Source: an optimization exercise on an open RTL-to-GDS flow (aim: small area and a short achievable clock period). Production flows keep margins and buffers that such runs may drop.
No driver is modelled on the clock port, so clocking that relies on it looks cheaper here than on a real chip.

==> harbor: inputs <==
==> flow/design.v <==
`default_nettype none
package frameReadoutPkg;
	localparam int NumChan = 5;
	localparam int FrameWords = 18;
	localparam int AdrWidth = 5;
	localparam int ChanWidth = 3;
	localparam int DataWidth = 8;
	localparam int RingA = 16;
	localparam int RingB = 2;
	localparam int SlotWidth = 8;
	localparam logic [SlotWidth-1:0] SlotFirst = 8'd199;  
	localparam logic [SlotWidth-1:0] SlotLast = 8'd166;   
	localparam logic [SlotWidth-1:0] WinFirst = 8'd192;   
	localparam logic [SlotWidth-1:0] CapLast = 8'd240;    
	localparam logic [SlotWidth-1:0] FwdLast = 8'd238;    
	localparam logic [AdrWidth-1:0] WordLast = AdrWidth'(FrameWords - 1);
endpackage
`default_nettype wire
`timescale 1ns/1ns
`default_nettype none
module strobeSync (
	input logic clk,
	input logic rst,
	input logic [frameReadoutPkg::NumChan-1:0] strobe,
	input logic [frameReadoutPkg::NumChan-1:0] grant,
	output logic [frameReadoutPkg::NumChan-1:0] pending
);
	logic [frameReadoutPkg::NumChan-1:0] syncA;
	logic [frameReadoutPkg::NumChan-1:0] syncB;
	logic [frameReadoutPkg::NumChan-1:0] strobePrev;
	logic [frameReadoutPkg::NumChan-1:0] rise;
	assign rise = syncB & ~strobePrev;
	always_ff @(posedge clk or negedge rst) begin
		if (!rst) begin
			syncA <= '0;
			syncB <= '0;
			strobePrev <= '0;
			pending <= '0;
		end else begin
			syncA <= strobe;
			syncB <= syncA;
			strobePrev <= syncB;  
			pending <= (pending & ~grant) | rise;
		end
	end
endmodule
`default_nettype wire
`timescale 1ns/1ns
`default_nettype none
module readSequencer (
	input logic clk,
	input logic rst,
	input logic [frameReadoutPkg::NumChan-1:0] pending,
	output logic [frameReadoutPkg::NumChan-1:0] grant,
	output logic busy,
	output logic [frameReadoutPkg::SlotWidth-1:0] slotCnt,
	output logic [frameReadoutPkg::AdrWidth-1:0] wordCnt,
	output logic [frameReadoutPkg::NumChan-1:0] chanSel
);
	logic reading;
	logic [frameReadoutPkg::NumChan-1:0] lowest;
	logic slotEnd;
	assign lowest = pending & (~pending + 1'b1);
	assign grant = reading ? '0 : lowest;  
	assign busy = reading;
	assign slotEnd = (slotCnt == frameReadoutPkg::SlotLast);
	always_ff @(posedge clk or negedge rst) begin
		if (!rst) begin
			reading <= 1'b0;
		end else if (!reading) begin
			reading <= |pending;
		end else if (slotEnd && (wordCnt == frameReadoutPkg::WordLast)) begin
			reading <= 1'b0;  
		end
	end
	always_ff @(posedge clk) begin
		if (!reading) begin
			slotCnt <= frameReadoutPkg::SlotFirst;
			wordCnt <= '0;
			chanSel <= lowest;
		end else if (slotEnd) begin
			slotCnt <= frameReadoutPkg::SlotFirst;
			wordCnt <= wordCnt + 1'b1;
		end else begin
			slotCnt <= slotCnt + 1'b1;
		end
	end
endmodule
`default_nettype wire
`timescale 1ns/1ns
`default_nettype none
module frameBuffer (
	input logic clk,
	input logic wrEn,
	input logic [frameReadoutPkg::ChanWidth-1:0] wrChan,
	input logic [frameReadoutPkg::AdrWidth-1:0] wrAdr,
	input logic [frameReadoutPkg::DataWidth-1:0] wrData,
	input logic [frameReadoutPkg::NumChan-1:0] rdChan,  
	input logic [frameReadoutPkg::AdrWidth-1:0] rdAdr,
	input logic [frameReadoutPkg::SlotWidth-1:0] slotCnt,
	output logic [frameReadoutPkg::DataWidth-1:0] byteOut
);
	localparam int NC = frameReadoutPkg::NumChan;
	localparam int DW = frameReadoutPkg::DataWidth;
	localparam int RA = frameReadoutPkg::RingA;
	localparam int RB = frameReadoutPkg::RingB;
	logic [DW-1:0] ringA [NC][RA];
	logic [DW-1:0] ringB [NC][RB];
	logic [3:0] phase;
	logic [NC-1:0] wrSel;
	logic [4:0] wrPos;  
	logic [DW-1:0] wrByte;
	logic fwdHit;
	logic [DW-1:0] dataReg;
	logic adrOk;
	logic [NC-1:0] chanDec;
	logic fwdWin;
	logic capWin;
	logic matchA;
	logic matchB;
	logic [DW-1:0] tapByte;
	assign adrOk = ~wrAdr[4] | (wrAdr[3:1] == 3'd0);
	always_comb begin
		for (int c = 0; c < NC; c++) begin
			chanDec[c] = (wrChan == frameReadoutPkg::ChanWidth'(c));
		end
	end
	assign fwdWin = (slotCnt >= frameReadoutPkg::WinFirst) && (slotCnt <= frameReadoutPkg::FwdLast);
	assign capWin = (slotCnt >= frameReadoutPkg::WinFirst) && (slotCnt <= frameReadoutPkg::CapLast);
	always_ff @(posedge clk) begin
		phase <= phase + 1'b1;
		wrSel <= chanDec & {NC{wrEn & adrOk}};
		wrPos <= wrAdr[4] ? {1'b1, 3'b000, wrAdr[0] ^ phase[0]} : {1'b0, phase - wrAdr[3:0]};
		wrByte <= wrData;
		fwdHit <= wrEn && fwdWin && ((chanDec & rdChan) != '0) && (wrAdr == rdAdr);
	end
	always_ff @(posedge clk) begin
		for (int c = 0; c < NC; c++) begin
			for (int p = 0; p < RA; p++) begin
				if (wrSel[c] && (wrPos == 5'(p))) begin
					ringA[c][p] <= wrByte ^ {DW{p[0]}};
				end else begin
					ringA[c][p] <= ~ringA[c][(p + RA - 1) % RA];
				end
			end
			for (int q = 0; q < RB; q++) begin
				if (wrSel[c] && (wrPos == 5'(16 + q))) begin
					ringB[c][q] <= wrByte ^ {DW{q[0]}};
				end else begin
					ringB[c][q] <= ~ringB[c][1 - q];
				end
			end
		end
	end
	assign matchA = ~rdAdr[4] && (rdAdr[3:0] == phase);
	assign matchB = rdAdr[4] && (rdAdr[0] == phase[0]);
	always_comb begin
		tapByte = '0;
		for (int c = 0; c < NC; c++) begin
			if (rdChan[c]) begin
				tapByte = tapByte | (rdAdr[4] ? ringB[c][0] : ringA[c][14]);
			end
		end
	end
	always_ff @(posedge clk) begin
		if (fwdHit) begin
			dataReg <= wrByte;
		end else if (capWin && (matchA || matchB)) begin
			dataReg <= tapByte;
		end
	end
	assign byteOut = dataReg;
endmodule
`default_nettype wire
`timescale 1ns/1ns
`default_nettype none
module uartTx (
	input logic clk,
	input logic rst,
	input logic reading,
	input logic [frameReadoutPkg::SlotWidth-1:0] slotCnt,
	input logic [frameReadoutPkg::DataWidth-1:0] byteIn,
	output logic txd
);
	logic [3:0] bitNo;
	assign bitNo = slotCnt[7:4];
	always_ff @(posedge clk or negedge rst) begin
		if (!rst) begin
			txd <= 1'b1;  
		end else if (!reading) begin
			txd <= 1'b1;
		end else if (bitNo[3]) begin
			txd <= (bitNo != 4'd15);
		end else begin
			txd <= byteIn[bitNo[2:0]];  
		end
	end
endmodule
`default_nettype wire
`timescale 1ns/1ns
`default_nettype none
module frameReadout (
	input logic clk,
	input logic rst,
	input logic [frameReadoutPkg::NumChan-1:0] strobe,
	input logic wrEn,
	input logic [frameReadoutPkg::ChanWidth-1:0] wrChan,
	input logic [frameReadoutPkg::AdrWidth-1:0] wrAdr,
	input logic [frameReadoutPkg::DataWidth-1:0] wrData,
	output logic txd,
	output logic busy
);
	logic [frameReadoutPkg::NumChan-1:0] pending;
	logic [frameReadoutPkg::NumChan-1:0] grant;
	logic [frameReadoutPkg::DataWidth-1:0] byteOut;
	logic [frameReadoutPkg::SlotWidth-1:0] slotCnt;
	logic [frameReadoutPkg::AdrWidth-1:0] wordCnt;
	logic [frameReadoutPkg::NumChan-1:0] chanSel;
	strobeSync i_strobeSync (
		.clk(clk),
		.rst(rst),
		.strobe(strobe),
		.grant(grant),
		.pending(pending)
	);
	readSequencer i_readSequencer (
		.clk(clk),
		.rst(rst),
		.pending(pending),
		.grant(grant),
		.busy(busy),
		.slotCnt(slotCnt),
		.wordCnt(wordCnt),
		.chanSel(chanSel)
	);
	frameBuffer i_frameBuffer (
		.clk(clk),
		.wrEn(wrEn),
		.wrChan(wrChan),
		.wrAdr(wrAdr),
		.wrData(wrData),
		.rdChan(chanSel),
		.rdAdr(wordCnt),
		.slotCnt(slotCnt),
		.byteOut(byteOut)
	);
	uartTx i_uartTx (
		.clk(clk),
		.rst(rst),
		.reading(busy),
		.slotCnt(slotCnt),
		.byteIn(byteOut),
		.txd(txd)
	);
endmodule
`default_nettype wire
==> flow/run.sh <==
#!/bin/bash
# synth_recipe.tcl (not shown) runs the flow's synth.tcl, then flattens the netlist and writes it again
# the make line also repeats each setting of config.mk as NAME=value (left out here)
make -C /OpenROAD-flow-scripts/flow DESIGN_CONFIG=/design/flow/config.mk WORK_HOME=/design/flow/orfs CLKGATE_MAP_FILE= SYNTH_SCRIPT=/design/flow/synth_recipe.tcl finish
==> flow/config.mk <==
export PLATFORM = sky130hd
export DESIGN_NAME = frameReadout
export DESIGN_NICKNAME = frameReadout
export VERILOG_FILES = /design/flow/design.v
export SDC_FILE = /design/flow/constraint.sdc
export NUM_CORES = 4
export LEC_CHECK = 0
export CAP_MARGIN = 20
export CORE_MARGIN = 2
export CORE_UTILIZATION = 40
export SETUP_SLACK_MARGIN = 3.2
export SLEW_MARGIN = 20
==> flow/constraint.sdc <==
create_clock -name core_clock -period 5.0 [get_ports {clk}]
set_input_delay 1.0000 -clock core_clock [delete_from_list [all_inputs] [get_ports {clk}]]
set_output_delay 1.0000 -clock core_clock [all_outputs]
set_load 0.01 [all_outputs]
==> raven: changes against harbor <==
--- a/flow/design.v
+++ b/flow/design.v
@@ -12,3 +12,3 @@
 	localparam logic [SlotWidth-1:0] SlotLast = 8'd166;   
-	localparam logic [SlotWidth-1:0] WinFirst = 8'd192;   
+	localparam logic [SlotWidth-1:0] WinFirst = 8'd128;   
 	localparam logic [SlotWidth-1:0] CapLast = 8'd240;    
@@ -57,3 +57,6 @@
 	output logic [frameReadoutPkg::AdrWidth-1:0] wordCnt,
-	output logic [frameReadoutPkg::NumChan-1:0] chanSel
+	output logic [frameReadoutPkg::NumChan-1:0] chanSel,
+	output logic [frameReadoutPkg::SlotWidth-1:0] slotNext,
+	output logic [frameReadoutPkg::AdrWidth-1:0] wordNext,
+	output logic [frameReadoutPkg::NumChan-1:0] chanNext
 );
@@ -75,13 +78,21 @@
 	end
-	always_ff @(posedge clk) begin
+	always_comb begin
 		if (!reading) begin
-			slotCnt <= frameReadoutPkg::SlotFirst;
-			wordCnt <= '0;
-			chanSel <= lowest;
+			slotNext = frameReadoutPkg::SlotFirst;
+			wordNext = '0;
+			chanNext = lowest;
 		end else if (slotEnd) begin
-			slotCnt <= frameReadoutPkg::SlotFirst;
-			wordCnt <= wordCnt + 1'b1;
+			slotNext = frameReadoutPkg::SlotFirst;
+			wordNext = wordCnt + 1'b1;
+			chanNext = chanSel;
 		end else begin
-			slotCnt <= slotCnt + 1'b1;
-		end
+			slotNext = slotCnt + 1'b1;
+			wordNext = wordCnt;
+			chanNext = chanSel;
+		end
+	end
+	always_ff @(posedge clk) begin
+		slotCnt <= slotNext;
+		wordCnt <= wordNext;
+		chanSel <= chanNext;
 	end
@@ -100,2 +111,5 @@
 	input logic [frameReadoutPkg::SlotWidth-1:0] slotCnt,
+	input logic [frameReadoutPkg::SlotWidth-1:0] slotNext,
+	input logic [frameReadoutPkg::AdrWidth-1:0] wordNext,
+	input logic [frameReadoutPkg::NumChan-1:0] chanNext,
 	output logic [frameReadoutPkg::DataWidth-1:0] byteOut
@@ -110,4 +124,11 @@
 	logic [NC-1:0] wrSel;
-	logic [4:0] wrPos;  
+	logic [NC-1:0] wrSelN;
+	logic [3:0] posHi;
+	logic [3:0] posHiN;
+	logic [3:0] posLo;
+	logic [3:0] posLoN;
+	logic [RB-1:0] posB;
+	logic [RB-1:0] posBN;
 	logic [DW-1:0] wrByte;
+	logic [DW-1:0] wrByteN;
 	logic fwdHit;
@@ -116,7 +137,15 @@
 	logic [NC-1:0] chanDec;
+	logic borrow;
+	logic [3:0] hiSame;  
+	logic [3:0] hiNext;
+	logic [3:0] loNext;
+	logic [RB-1:0] bNext;
 	logic fwdWin;
-	logic capWin;
-	logic matchA;
-	logic matchB;
+	logic [NC-1:0] tapSelA;  
+	logic [NC-1:0] tapSelB;
+	logic capNext;
+	logic [3:0] phaseNext;
 	logic [DW-1:0] tapByte;
+	logic [DW-1:0] ring0 [NC][RA+RB];  
+	logic [DW-1:0] ringD [NC][RA+RB];
 	assign adrOk = ~wrAdr[4] | (wrAdr[3:1] == 3'd0);
@@ -127,31 +156,75 @@
 	end
+	assign borrow = (wrAdr[1:0] > phase[1:0]);
+	always_comb begin
+		for (int i = 0; i < 4; i++) begin
+			hiSame[i] = (wrAdr[3:2] == 2'(phase[3:2] - 2'(i)));
+			loNext[i] = (wrAdr[1:0] == 2'(phase[1:0] - 2'(i)));
+		end
+		for (int i = 0; i < 4; i++) begin
+			hiNext[i] = ~wrAdr[4] && (borrow ? hiSame[(i + 1) % 4] : hiSame[i]);
+		end
+		for (int q = 0; q < RB; q++) begin
+			bNext[q] = wrAdr[4] && ((wrAdr[0] ^ phase[0]) == 1'(q));
+		end
+	end
 	assign fwdWin = (slotCnt >= frameReadoutPkg::WinFirst) && (slotCnt <= frameReadoutPkg::FwdLast);
-	assign capWin = (slotCnt >= frameReadoutPkg::WinFirst) && (slotCnt <= frameReadoutPkg::CapLast);
-	always_ff @(posedge clk) begin
-		phase <= phase + 1'b1;
+	always_ff @(posedge clk) begin
+		phase <= phaseNext;
 		wrSel <= chanDec & {NC{wrEn & adrOk}};
-		wrPos <= wrAdr[4] ? {1'b1, 3'b000, wrAdr[0] ^ phase[0]} : {1'b0, phase - wrAdr[3:0]};
+		wrSelN <= ~(chanDec & {NC{wrEn & adrOk}});
+		posHi <= hiNext;
+		posHiN <= ~hiNext;
+		posLo <= loNext;
+		posLoN <= ~loNext;
+		posB <= bNext;
+		posBN <= ~bNext;
 		wrByte <= wrData;
+		wrByteN <= ~wrData;
 		fwdHit <= wrEn && fwdWin && ((chanDec & rdChan) != '0) && (wrAdr == rdAdr);
 	end
-	always_ff @(posedge clk) begin
+	always_comb begin
 		for (int c = 0; c < NC; c++) begin
 			for (int p = 0; p < RA; p++) begin
-				if (wrSel[c] && (wrPos == 5'(p))) begin
-					ringA[c][p] <= wrByte ^ {DW{p[0]}};
-				end else begin
-					ringA[c][p] <= ~ringA[c][(p + RA - 1) % RA];
-				end
+				ring0[c][p] = ringA[c][p];
 			end
 			for (int q = 0; q < RB; q++) begin
-				if (wrSel[c] && (wrPos == 5'(16 + q))) begin
-					ringB[c][q] <= wrByte ^ {DW{q[0]}};
-				end else begin
-					ringB[c][q] <= ~ringB[c][1 - q];
-				end
-			end
-		end
-	end
-	assign matchA = ~rdAdr[4] && (rdAdr[3:0] == phase);
-	assign matchB = rdAdr[4] && (rdAdr[0] == phase[0]);
+				ring0[c][RA + q] = ringB[c][q];
+			end
+		end
+	end
+	for (genvar c = 0; c < NC; c++) begin : g_chan
+		for (genvar p = 0; p < RA + RB; p++) begin : g_place
+			logic hit;
+			logic miss;
+			logic [DW-1:0] prev;
+			logic [DW-1:0] wr;
+			if (p < RA) begin : g_a
+				assign hit = ~(wrSelN[c] | posHiN[p / 4] | posLoN[p % 4]);
+				assign miss = ~(wrSel[c] & posHi[p / 4] & posLo[p % 4]);
+				assign prev = ring0[c][(p + RA - 1) % RA];
+			end else begin : g_b
+				assign hit = ~(wrSelN[c] | posBN[p - RA]);
+				assign miss = ~(wrSel[c] & posB[p - RA]);
+				assign prev = ring0[c][RA + ((p - RA) ^ 1)];
+			end
+			assign wr = (p % 2 == 1) ? wrByte : wrByteN;
+			assign ringD[c][p] = ~((prev | {DW{hit}}) & ({DW{miss}} | wr));
+		end
+	end
+	always_ff @(posedge clk) begin
+		for (int c = 0; c < NC; c++) begin
+			for (int p = 0; p < RA; p++) begin
+				ringA[c][p] <= ringD[c][p];
+			end
+			for (int q = 0; q < RB; q++) begin
+				ringB[c][q] <= ringD[c][RA + q];
+			end
+		end
+	end
+	assign phaseNext = phase + 1'b1;
+	assign capNext = (slotNext >= frameReadoutPkg::WinFirst) && (slotNext <= frameReadoutPkg::CapLast);
+	always_ff @(posedge clk) begin
+		tapSelA <= chanNext & {NC{capNext && ~wordNext[4] && (wordNext[3:0] == phaseNext)}};
+		tapSelB <= chanNext & {NC{capNext && wordNext[4] && (wordNext[0] == phaseNext[0])}};
+	end
 	always_comb begin
@@ -159,5 +232,3 @@
 		for (int c = 0; c < NC; c++) begin
-			if (rdChan[c]) begin
-				tapByte = tapByte | (rdAdr[4] ? ringB[c][0] : ringA[c][14]);
-			end
+			tapByte = tapByte | (ringA[c][14] & {DW{tapSelA[c]}}) | (ringB[c][0] & {DW{tapSelB[c]}});
 		end
@@ -167,3 +238,3 @@
 			dataReg <= wrByte;
-		end else if (capWin && (matchA || matchB)) begin
+		end else if ((tapSelA | tapSelB) != '0) begin
 			dataReg <= tapByte;
@@ -185,2 +256,3 @@
 	logic [3:0] bitNo;
+	logic txdLow;  
 	assign bitNo = slotCnt[7:4];
@@ -188,11 +260,12 @@
 		if (!rst) begin
-			txd <= 1'b1;  
+			txdLow <= 1'b0;  
 		end else if (!reading) begin
-			txd <= 1'b1;
+			txdLow <= 1'b0;
 		end else if (bitNo[3]) begin
-			txd <= (bitNo != 4'd15);
+			txdLow <= (bitNo == 4'd15);
 		end else begin
-			txd <= byteIn[bitNo[2:0]];  
-		end
-	end
+			txdLow <= ~byteIn[bitNo[2:0]];  
+		end
+	end
+	assign txd = ~txdLow;
 endmodule
@@ -218,2 +291,5 @@
 	logic [frameReadoutPkg::NumChan-1:0] chanSel;
+	logic [frameReadoutPkg::SlotWidth-1:0] slotNext;
+	logic [frameReadoutPkg::AdrWidth-1:0] wordNext;
+	logic [frameReadoutPkg::NumChan-1:0] chanNext;
 	strobeSync i_strobeSync (
@@ -233,3 +309,6 @@
 		.wordCnt(wordCnt),
-		.chanSel(chanSel)
+		.chanSel(chanSel),
+		.slotNext(slotNext),
+		.wordNext(wordNext),
+		.chanNext(chanNext)
 	);
@@ -244,2 +323,5 @@
 		.slotCnt(slotCnt),
+		.slotNext(slotNext),
+		.wordNext(wordNext),
+		.chanNext(chanNext),
 		.byteOut(byteOut)
==> flow/flow/run.sh (new file) <==
#!/bin/bash
set -euo pipefail
here=$(pwd)
res=$here/orfs/results/sky130hd/frameReadout/base
bash standard.sh cts > standard_cts.log 2>&1
CTS_ODB=$res/4_cts.odb OUT_ODB=$res/4_cts.odb openroad -no_init -exit flow/unroot.tcl > unroot.log 2>&1
bash standard.sh finish > standard_finish.log 2>&1
==> flow/flow/unroot.tcl (new file) <==
# Drop the clock tree's root buffer and let the clock port drive its loads, when they are few.
set db_file $::env(CTS_ODB)
read_db $db_file
set block [ord::get_db_block]
set port_net [[$block findBTerm clk] getNet]
set loads {}
foreach it [$port_net getITerms] { lappend loads $it }
puts "clock port loads: [llength $loads]"
if {[llength $loads] == 1} {
  set root [[lindex $loads 0] getInst]
  set out_net ""
  foreach it [$root getITerms] {
    if {[$it isOutputSignal]} { set out_net [$it getNet] }
  }
  set subs {}
  foreach it [$out_net getITerms] { if {[$it isInputSignal]} { lappend subs $it } }
  puts "root [$root getName] ([[$root getMaster] getName]) drives [llength $subs] pins"
  if {[llength $subs] <= 4} {
    foreach it $subs { $it disconnect; $it connect $port_net }
    odb::dbInst_destroy $root
    odb::dbNet_destroy $out_net
    puts "root buffer removed"
    write_db $::env(OUT_ODB)
  }
}
==> flow/standard.sh (new file) <==
#!/bin/bash
# synth_recipe.tcl (not shown) runs the flow's synth.tcl, then flattens the netlist and writes it again
# the make line also repeats each setting of config.mk as NAME=value (left out here)
make -C /OpenROAD-flow-scripts/flow DESIGN_CONFIG=/design/flow/config.mk WORK_HOME=/design/flow/orfs CLKGATE_MAP_FILE= SYNTH_SCRIPT=/design/flow/synth_recipe.tcl "${@:-finish}"
CTS_BUF_LIST = sky130_fd_sc_hd__clkbuf_8 sky130_fd_sc_hd__clkbuf_16   (was default)
CTS_CLUSTER_DIAMETER = 60   (was default)
CTS_CLUSTER_SIZE = 20   (was default)
removed: flow/run.sh
==> qor summary <==
| item | raven | harbor |
|---|---|---|
| Async SR Flop Fraction | 2.65% | 2.78% |
| Max FO, Critical Path | 8 | 1 |
| Crit path time final | 2.19 ns | 2.25 ns |
| Critical path startpoint | i_readSequencer.slotCnt[2] | i_uartTx.txd |
| Data arrival, critical path | 2.48 ns | 1.25 ns |
| Layout cell share with drive strength beyond 1 | 13.7% | 16.4% |
| Number of combinational gates with multiple inputs | 1,130 | 1,381 |
| DRC violation total after the first TritonRoute iteration | 2,072 | 1,370 |
| Postcts setup bufs | 13 | 41 |
| Count of distinct cell types in the synthesized netlist | 49 | 52 |
| Outcome | no timing/DRC/antenna violations | no timing/DRC/antenna violations |
| Sw frac | 23.9% | 22.9% |
| Fraction of synthesized cell area taken by the top area cell type | 65.2% | 58.5% |
| Synthesis-to-finish area growth | 13.1% | 20.2% |
| Count of non-CTS buffers in the layout | 61 | 116 |
| Layout clock buffers | 55 | 115 |
| Detailed route wirelength on metal2 | 33.6 mm | 26.9 mm |
Function was not checked in any run of this note: the RTL went through the layout flow alone.

## re-timing with driven ports
Ports are ideal in the flow. The routed layouts listed here were re-timed in OpenROAD.
Step 1, drivers: a clkbuf_16 drives clk and a buf_2 each remaining input, both assumed.
Step 2, shift: input delay + t, output delay - t, t = (earliest + latest rising clock arrival at the registers) / 2. This alone moves slack from input paths to output paths.
Slacks: ideal / step 1 / step 2; pairs: ideal / step 1.
| run | shift t [ns] | setup slack, ns | worst hold slack (ns) | slew at the worst register clock pin (ns) | worst slew at a driven data input, ns |
|---|---|---|---|---|---|
| harbor | 0.679 | 2.753 / 2.693 / 2.618 | 0.350 / 0.350 / 0.350 | 0.06 / 0.06 | 0.04 |
| raven | 0.542 | 2.815 / 2.815 / 2.472 | 0.350 / 0.350 / 0.350 | 0.09 / 0.09 | 0.06 |
After both steps setup and hold are still met in every run listed. The setup slack of raven, which loses most, moves by 0.000 ns with the drivers and by -0.343 ns with both steps.
